This design comes from an exercise in tuning for small area, a short achievable clock period and few clock cycles per item on the open sky130 flow, not from production work.
Function was checked by simulation only, so behaviour that the tests miss may differ from the original.
No driver is modelled on the clock port, so clocking that relies on it looks cheaper here than on a real chip.
Power and IR drop assume default switching activity.

== the baseline ==
## lru_block_cache_directory
module lru_block_cache_directory (
    input  wire logic                          i_clk,
    input  wire logic                          i_rst_n,
    input  wire logic                          i_in_valid,
    output logic                               o_in_stall,
    input  wire logic [lrud_pkg::KIND_W-1:0]   i_kind,
    input  wire logic [lrud_pkg::BLOCK_W-1:0]  i_block_number,
    input  wire logic                          i_insert_dirty,
    output logic                               o_out_valid,
    input  wire logic                          i_out_stall,
    output logic                               o_hit,
    output logic      [lrud_pkg::OWAY_W-1:0]   o_way,
    output logic                               o_evicted,
    output logic      [lrud_pkg::BLOCK_W-1:0]  o_evicted_block,
    output logic                               o_evicted_dirty,
    output logic      [lrud_pkg::TOTAL_W-1:0]  o_hit_total,
    output logic      [lrud_pkg::TOTAL_W-1:0]  o_miss_total,
    input  wire logic                          psel,
    input  wire logic                          penable,
    input  wire logic                          pwrite,
    input  wire logic [lrud_pkg::ADDR_W-1:0]   paddr,
    input  wire logic [lrud_pkg::DATA_W-1:0]   pwdata,
    output logic      [lrud_pkg::DATA_W-1:0]   prdata,
    output logic                               pready
);
Size: ~460 flip-flops, roughly 180 I/O pins.
==> module lru_block_cache_directory, before the edit <==
module lru_block_cache_directory (
    input  wire logic                          i_clk,
    input  wire logic                          i_rst_n,
    input  wire logic                          i_in_valid,
    output logic                               o_in_stall,
    input  wire logic [lrud_pkg::KIND_W-1:0]   i_kind,
    input  wire logic [lrud_pkg::BLOCK_W-1:0]  i_block_number,
    input  wire logic                          i_insert_dirty,
    output logic                               o_out_valid,
    input  wire logic                          i_out_stall,
    output logic                               o_hit,
    output logic      [lrud_pkg::OWAY_W-1:0]   o_way,
    output logic                               o_evicted,
    output logic      [lrud_pkg::BLOCK_W-1:0]  o_evicted_block,
    output logic                               o_evicted_dirty,
    output logic      [lrud_pkg::TOTAL_W-1:0]  o_hit_total,
    output logic      [lrud_pkg::TOTAL_W-1:0]  o_miss_total,
    input  wire logic                          psel,
    input  wire logic                          penable,
    input  wire logic                          pwrite,
    input  wire logic [lrud_pkg::ADDR_W-1:0]   paddr,
    input  wire logic [lrud_pkg::DATA_W-1:0]   pwdata,
    output logic      [lrud_pkg::DATA_W-1:0]   prdata,
    output logic                               pready
);
    logic                         r0_valid;
    lrud_pkg::t_req               r0_req, in_req;
    logic                         o0_valid, o1_valid;
    logic                         r_in_stall;
    logic                         proc;
    logic                         r0_free;
    logic                         in_acc;
    logic                         o0_load;
    logic                         n_r0_valid, n_o0_valid, n_o1_valid;
    logic [lrud_pkg::WAY_W-1:0]   last_way;
    typedef struct packed {
        logic                         hit;
        logic [lrud_pkg::OWAY_W-1:0]  way;
        logic                         evicted;
        logic [lrud_pkg::BLOCK_W-1:0] evicted_block;
        logic                         evicted_dirty;
        logic                         inc_hit;
        logic                         inc_miss;
    } t_beat;
    t_beat                        d_res, o0, o1, o0_in;
    logic [lrud_pkg::TOTAL_W-1:0] r_hit_total, r_miss_total;
    assign in_req.kind         = i_kind;
    assign in_req.block_number = i_block_number;
    assign in_req.insert_dirty = i_insert_dirty;
    assign proc       = r0_valid && !o1_valid;
    assign r0_free    = !r0_valid || !o1_valid;
    assign in_acc     = i_in_valid && !r_in_stall;
    assign o0_load    = !o0_valid || !i_out_stall;
    assign o_in_stall = r_in_stall;
    always_comb begin
        n_r0_valid = r0_free ? in_acc : r0_valid;
        n_o0_valid = o0_load ? (o1_valid || proc) : o0_valid;
        n_o1_valid = o0_load ? 1'b0 : (o1_valid || proc);
    end
    always_ff @(posedge i_clk) begin
        if (!i_rst_n) begin
            r0_valid   <= 1'b0;
            o0_valid   <= 1'b0;
            o1_valid   <= 1'b0;
            r_in_stall <= 1'b0;
        end else begin
            r0_valid   <= n_r0_valid;
            o0_valid   <= n_o0_valid;
            o1_valid   <= n_o1_valid;
            r_in_stall <= n_r0_valid && n_o1_valid;
        end
    end
    always_comb begin
        o0_in = o1_valid ? o1 : d_res;
        if (!(o1_valid || proc)) begin
            o0_in.inc_hit  = 1'b0;
            o0_in.inc_miss = 1'b0;
        end
    end
    always_ff @(posedge i_clk) begin
        if (!i_rst_n) begin
            r0_req <= '0;
        end else if (r0_free) begin
            r0_req <= in_req;
        end
        if (!o1_valid) begin
            o1 <= d_res;
        end
        if (!i_rst_n) begin
            o0 <= '0;
        end else if (o0_load) begin
            o0 <= o0_in;
        end
    end
    logic                         hit_inc, miss_inc;
    assign hit_inc  = o0_load && o0_in.inc_hit && (r_hit_total != '1);
    assign miss_inc = o0_load && o0_in.inc_miss && (r_miss_total != '1);
    always_ff @(posedge i_clk) begin
        if (!i_rst_n) begin
            r_hit_total  <= '0;
            r_miss_total <= '0;
        end else begin
            r_hit_total  <= r_hit_total + lrud_pkg::TOTAL_W'(hit_inc);
            r_miss_total <= r_miss_total + lrud_pkg::TOTAL_W'(miss_inc);
        end
    end
    lrud_cfg u_cfg (
        .i_clk         (i_clk),
        .i_rst_n       (i_rst_n),
        .psel          (psel),
        .penable       (penable),
        .pwrite        (pwrite),
        .paddr         (paddr),
        .pwdata        (pwdata),
        .prdata        (prdata),
        .pready        (pready),
        .o_ways_in_use (),
        .o_last_way    (last_way)
    );
    lrud_dir u_dir (
        .i_clk           (i_clk),
        .i_rst_n         (i_rst_n),
        .i_req_valid     (proc),
        .i_req           (r0_req),
        .i_last_way      (last_way),
        .o_hit           (d_res.hit),
        .o_way           (d_res.way),
        .o_evicted       (d_res.evicted),
        .o_evicted_block (d_res.evicted_block),
        .o_evicted_dirty (d_res.evicted_dirty),
        .o_inc_hit       (d_res.inc_hit),
        .o_inc_miss      (d_res.inc_miss)
    );
    assign o_out_valid     = o0_valid;
    assign o_hit           = o0.hit;
    assign o_way           = o0.way;
    assign o_evicted       = o0.evicted;
    assign o_evicted_block = o0.evicted_block;
    assign o_evicted_dirty = o0.evicted_dirty;
    assign o_hit_total     = r_hit_total;
    assign o_miss_total    = r_miss_total;
endmodule
==> flow/config.mk <==
export PLATFORM = sky130hd
export DESIGN_NAME = lru_block_cache_directory
export DESIGN_NICKNAME = lru_block_cache_directory
export VERILOG_FILES = /design/flow/design.v
export SDC_FILE = /design/flow/constraint.sdc
export NUM_CORES = 4
export LEC_CHECK = 0
export CAP_MARGIN = 20
export CORE_MARGIN = 2
export CORE_UTILIZATION = 60
export CTS_CLUSTER_DIAMETER = 80
export CTS_CLUSTER_SIZE = 20
export SLEW_MARGIN = 20
export TNS_END_PERCENT = 5
==> flow/constraint.sdc <==
create_clock -name core_clock -period 13.0 [get_ports {i_clk}]
set_input_delay 2.6000 -clock core_clock [delete_from_list [all_inputs] [get_ports {i_clk}]]
set_output_delay 2.6000 -clock core_clock [all_outputs]
set_load 0.01 [all_outputs]
standard.sh (not shown) runs the stock make flow with config.mk's settings and CLKGATE_MAP_FILE= SYNTH_SCRIPT=/design/flow/synth_recipe.tcl, a recipe that flattens the netlist after the stock synthesis.
==> flow/flow/run.sh <==
#!/bin/bash
# Layout flow: the standard ORFS flow (standard.sh) with
#  - port buffers of buf_2 instead of the default choice, a slow delay buffer;
set -euo pipefail
export FLOW_CLOCK_PORT=i_clk
bash standard.sh \
    "BUFFER_PORTS_ARGS=-buffer_cell sky130_fd_sc_hd__buf_2" \
    SETUP_SLACK_MARGIN=9.5 \
    "PRE_CTS_TCL=$PWD/flow/cts_hook.tcl" \
    finish > flow_make.log 2>&1
Other scripts of this flow, unchanged in this note and not shown: flow/flow/cts_hook.tcl
The baseline ran to completion and came out clean on the timing, DRC and antenna checks.
Testbench counts of the baseline, summed over its fixed seeds: cycles 16,016, items 16,000.
Relative to the baseline, the following input files were edited for the candidate:
diff --git a/flow/design.v b/flow/design.v
--- a/flow/design.v
+++ b/flow/design.v
@@ -309,7 +309,4 @@
         end
     end
-    logic                         hit_inc, miss_inc;
-    assign hit_inc  = o0_load && o0_in.inc_hit && (r_hit_total != '1);
-    assign miss_inc = o0_load && o0_in.inc_miss && (r_miss_total != '1);
     always_ff @(posedge i_clk) begin
         if (!i_rst_n) begin
@@ -317,6 +314,10 @@
             r_miss_total <= '0;
         end else begin
-            r_hit_total  <= r_hit_total + lrud_pkg::TOTAL_W'(hit_inc);
-            r_miss_total <= r_miss_total + lrud_pkg::TOTAL_W'(miss_inc);
+            if (o0_load && o0_in.inc_hit && (r_hit_total != '1)) begin
+                r_hit_total <= r_hit_total + lrud_pkg::TOTAL_W'(1);
+            end
+            if (o0_load && o0_in.inc_miss && (r_miss_total != '1)) begin
+                r_miss_total <= r_miss_total + lrud_pkg::TOTAL_W'(1);
+            end
         end
     end
Notes after the runs:
The candidate | stages: all done | timing, DRC, antenna: all pass. On number of well taps, the lower figure sits with the baseline, not the candidate. Delta (the candidate minus the baseline): area after synthesis went up 670 µm²; final area went up 730 µm²; final sequential cell count held; total via count after detailed routing went up 9.0%. Wire length: the baseline vs the candidate, no meaningful difference. The candidate against the baseline; global-route wire length before repair is up slightly. STATUS internal reg-to-reg setup slack: the candidate wins against the baseline. Looking at critical path depth, the candidate sits below the baseline. Re number of antenna violations at the first check in global routing: no difference whatsoever between the candidate and the baseline. Clock network power: the candidate higher than the baseline. The overall power of the candidate was inferior to that of the baseline.
Testbench counts of the candidate, summed over its fixed seeds: cycles 16,016, items 16,000.

---

== rev 12 ==
lru_block_cache_directory, a different RTL version from the one above (not shown whole).
Size in the first run: ~1,800 cells after synthesis, about 460 flip-flops, ~180 I/O pins, about 22,000 um^2 of cells after synthesis.
==> module lru_block_cache_directory, before the edit <==
module lru_block_cache_directory (
    input  wire logic                          i_clk,
    input  wire logic                          i_rst_n,
    input  wire logic                          i_in_valid,
    output logic                               o_in_stall,
    input  wire logic [lrud_pkg::KIND_W-1:0]   i_kind,
    input  wire logic [lrud_pkg::BLOCK_W-1:0]  i_block_number,
    input  wire logic                          i_insert_dirty,
    output logic                               o_out_valid,
    input  wire logic                          i_out_stall,
    output logic                               o_hit,
    output logic      [lrud_pkg::OWAY_W-1:0]   o_way,
    output logic                               o_evicted,
    output logic      [lrud_pkg::BLOCK_W-1:0]  o_evicted_block,
    output logic                               o_evicted_dirty,
    output logic      [lrud_pkg::TOTAL_W-1:0]  o_hit_total,
    output logic      [lrud_pkg::TOTAL_W-1:0]  o_miss_total,
    input  wire logic                          psel,
    input  wire logic                          penable,
    input  wire logic                          pwrite,
    input  wire logic [lrud_pkg::ADDR_W-1:0]   paddr,
    input  wire logic [lrud_pkg::DATA_W-1:0]   pwdata,
    output logic      [lrud_pkg::DATA_W-1:0]   prdata,
    output logic                               pready
);
    logic                         r0_valid;
    lrud_pkg::t_req               r0_req, in_req;
    logic                         o0_valid, o1_valid;
    logic                         r_in_stall;
    logic                         proc;
    logic                         r0_free;
    logic                         in_acc;
    logic                         o0_load;
    logic                         n_r0_valid, n_o0_valid, n_o1_valid;
    logic [lrud_pkg::WAY_W-1:0]   last_way;
    typedef struct packed {
        logic                         hit;
        logic [lrud_pkg::OWAY_W-1:0]  way;
        logic                         evicted;
        logic [lrud_pkg::BLOCK_W-1:0] evicted_block;
        logic                         evicted_dirty;
        logic                         inc_hit;
        logic                         inc_miss;
    } t_beat;
    t_beat                        d_res, o0, o1, o0_in;
    logic [lrud_pkg::TOTAL_W-1:0] r_hit_total, r_miss_total;
    assign in_req.kind         = i_kind;
    assign in_req.block_number = i_block_number;
    assign in_req.insert_dirty = i_insert_dirty;
    assign proc       = r0_valid && !o1_valid;
    assign r0_free    = !r0_valid || !o1_valid;
    assign in_acc     = i_in_valid && !r_in_stall;
    assign o0_load    = !o0_valid || !i_out_stall;
    assign o_in_stall = r_in_stall;
    always_comb begin
        n_r0_valid = r0_free ? in_acc : r0_valid;
        n_o0_valid = o0_load ? (o1_valid || proc) : o0_valid;
        n_o1_valid = o0_load ? 1'b0 : (o1_valid || proc);
    end
    always_ff @(posedge i_clk) begin
        if (!i_rst_n) begin
            r0_valid   <= 1'b0;
            o0_valid   <= 1'b0;
            o1_valid   <= 1'b0;
            r_in_stall <= 1'b0;
        end else begin
            r0_valid   <= n_r0_valid;
            o0_valid   <= n_o0_valid;
            o1_valid   <= n_o1_valid;
            r_in_stall <= n_r0_valid && n_o1_valid;
        end
    end
    always_comb begin
        o0_in = o1_valid ? o1 : d_res;
        if (!(o1_valid || proc)) begin
            o0_in.inc_hit  = 1'b0;
            o0_in.inc_miss = 1'b0;
        end
    end
    always_ff @(posedge i_clk) begin
        if (!i_rst_n) begin
            r0_req <= '0;
        end else if (r0_free) begin
            r0_req <= in_req;
        end
        if (!o1_valid) begin
            o1 <= d_res;
        end
        if (!i_rst_n) begin
            o0 <= '0;
        end else if (o0_load) begin
            o0 <= o0_in;
        end
    end
    logic                         hit_en, miss_en;
    logic [lrud_pkg::TOTAL_W-1:0] n_hit_total, n_miss_total;
    assign hit_en  = (o0_load && o0_in.inc_hit) || !i_rst_n;
    assign miss_en = (o0_load && o0_in.inc_miss) || !i_rst_n;
    always_comb begin
        n_hit_total  = r_hit_total;
        n_miss_total = r_miss_total;
        if (r_hit_total != '1) begin
            n_hit_total = r_hit_total + lrud_pkg::TOTAL_W'(1);
        end
        if (r_miss_total != '1) begin
            n_miss_total = r_miss_total + lrud_pkg::TOTAL_W'(1);
        end
        n_hit_total  = n_hit_total & {lrud_pkg::TOTAL_W{i_rst_n}};
        n_miss_total = n_miss_total & {lrud_pkg::TOTAL_W{i_rst_n}};
    end
    always_ff @(posedge i_clk) begin
        if (hit_en) begin
            r_hit_total <= n_hit_total;
        end
        if (miss_en) begin
            r_miss_total <= n_miss_total;
        end
    end
    lrud_cfg u_cfg (
        .i_clk         (i_clk),
        .i_rst_n       (i_rst_n),
        .psel          (psel),
        .penable       (penable),
        .pwrite        (pwrite),
        .paddr         (paddr),
        .pwdata        (pwdata),
        .prdata        (prdata),
        .pready        (pready),
        .o_ways_in_use (),
        .o_last_way    (last_way)
    );
    lrud_dir u_dir (
        .i_clk           (i_clk),
        .i_rst_n         (i_rst_n),
        .i_req_valid     (proc),
        .i_req           (r0_req),
        .i_last_way      (last_way),
        .o_hit           (d_res.hit),
        .o_way           (d_res.way),
        .o_evicted       (d_res.evicted),
        .o_evicted_block (d_res.evicted_block),
        .o_evicted_dirty (d_res.evicted_dirty),
        .o_inc_hit       (d_res.inc_hit),
        .o_inc_miss      (d_res.inc_miss)
    );
    assign o_out_valid     = o0_valid;
    assign o_hit           = o0.hit;
    assign o_way           = o0.way;
    assign o_evicted       = o0.evicted;
    assign o_evicted_block = o0.evicted_block;
    assign o_evicted_dirty = o0.evicted_dirty;
    assign o_hit_total     = r_hit_total;
    assign o_miss_total    = r_miss_total;
endmodule
clock: 13.0 ns
lec_check: 0
cap_margin: 20
core_margin: 2
core_utilization: 60
cts_cluster_diameter: 80
cts_cluster_size: 20
slew_margin: 20
tns_end_percent: 5
Scripts as last shown in full above: flow/flow/run.sh
Other scripts of this flow, unchanged in this note and not shown: flow/flow/cts_hook.tcl
Testbench counts of rev 12, summed over its fixed seeds: cycles 16,016, items 16,000.
diff inputs: rev 12 => rev 13
--- a/flow/design.v
+++ b/flow/design.v
@@ -306,32 +306,21 @@
             o0 <= '0;
         end else if (o0_load) begin
             o0 <= o0_in;
         end
     end
-    logic                         hit_en, miss_en;
-    logic [lrud_pkg::TOTAL_W-1:0] n_hit_total, n_miss_total;
-    assign hit_en  = (o0_load && o0_in.inc_hit) || !i_rst_n;
-    assign miss_en = (o0_load && o0_in.inc_miss) || !i_rst_n;
-    always_comb begin
-        n_hit_total  = r_hit_total;
-        n_miss_total = r_miss_total;
-        if (r_hit_total != '1) begin
-            n_hit_total = r_hit_total + lrud_pkg::TOTAL_W'(1);
-        end
-        if (r_miss_total != '1) begin
-            n_miss_total = r_miss_total + lrud_pkg::TOTAL_W'(1);
-        end
-        n_hit_total  = n_hit_total & {lrud_pkg::TOTAL_W{i_rst_n}};
-        n_miss_total = n_miss_total & {lrud_pkg::TOTAL_W{i_rst_n}};
-    end
     always_ff @(posedge i_clk) begin
-        if (hit_en) begin
-            r_hit_total <= n_hit_total;
-        end
-        if (miss_en) begin
-            r_miss_total <= n_miss_total;
+        if (!i_rst_n) begin
+            r_hit_total  <= '0;
+            r_miss_total <= '0;
+        end else begin
+            if (o0_load && o0_in.inc_hit && (r_hit_total != '1)) begin
+                r_hit_total <= r_hit_total + lrud_pkg::TOTAL_W'(1);
+            end
+            if (o0_load && o0_in.inc_miss && (r_miss_total != '1)) begin
+                r_miss_total <= r_miss_total + lrud_pkg::TOTAL_W'(1);
+            end
         end
     end
     lrud_cfg u_cfg (
         .i_clk         (i_clk),
         .i_rst_n       (i_rst_n),
==> notes.md <==
Summary of rev 13 over rev 12: global-route usage moved down, minimum period implied by the final worst setup slack rose 0.055 ns, layout overhead on the synthesized area picked up an extra 0.66 points, worst slack on hold paths moved down. Diff rev 12..rev 13 | sequential power | negligible. Number of flops mapped to enable cells by yosys (rev 13 vs. rev 12) decreases by more than 10%.
Testbench counts of rev 13, summed over its fixed seeds: cycles 16,016, items 16,000.

==> static timing again, ports no longer ideal <==
No port has a modelled driver above. Below, the same layouts with a new extraction and two added sets of constraints. Step 1: set_driving_cell puts a clkbuf_16 on i_clk and a buf_2 on each other input, an assumption about the parent block. Step 2, shift: input delay + t, output delay - t, t = (earliest + latest rising clock arrival at the registers) / 2. This alone moves slack from input paths to output paths. Slacks: no drivers / after step 1 / after step 2; pairs: no drivers / after step 1.
| run | shift t [ns] | setup slack, ns | hold WS [ns] | worst setup path after step 2 | latest minus earliest clock arrival (ns) | worst register clock-pin slew, ns |
|---|---|---|---|---|---|---|
| the baseline | 0.402 | 9.230 / 9.152 / 8.885 | 0.379 / 0.379 / 0.379 | input to register | 0.292 / 0.292 | 0.11 / 0.11 |
| the candidate | 0.422 | 9.347 / 9.247 / 8.998 | 0.232 / 0.232 / 0.232 | input to register | 0.285 / 0.286 | 0.10 / 0.10 |
| rev 12 | 0.415 | 9.362 / 9.262 / 9.195 | 0.323 / 0.322 / 0.322 | input to register | 0.305 / 0.305 | 0.11 / 0.11 |
| rev 13 | 0.417 | 9.307 / 9.287 / 9.039 | 0.197 / 0.197 / 0.197 | input to register | 0.286 / 0.286 | 0.11 / 0.11 |
Clock arrivals are far apart in rev 12, so t is only a midpoint there and step 2 fits no single register. The setup slack of the candidate, which loses most, moves by -0.100 ns with the drivers and by -0.349 ns with both steps.
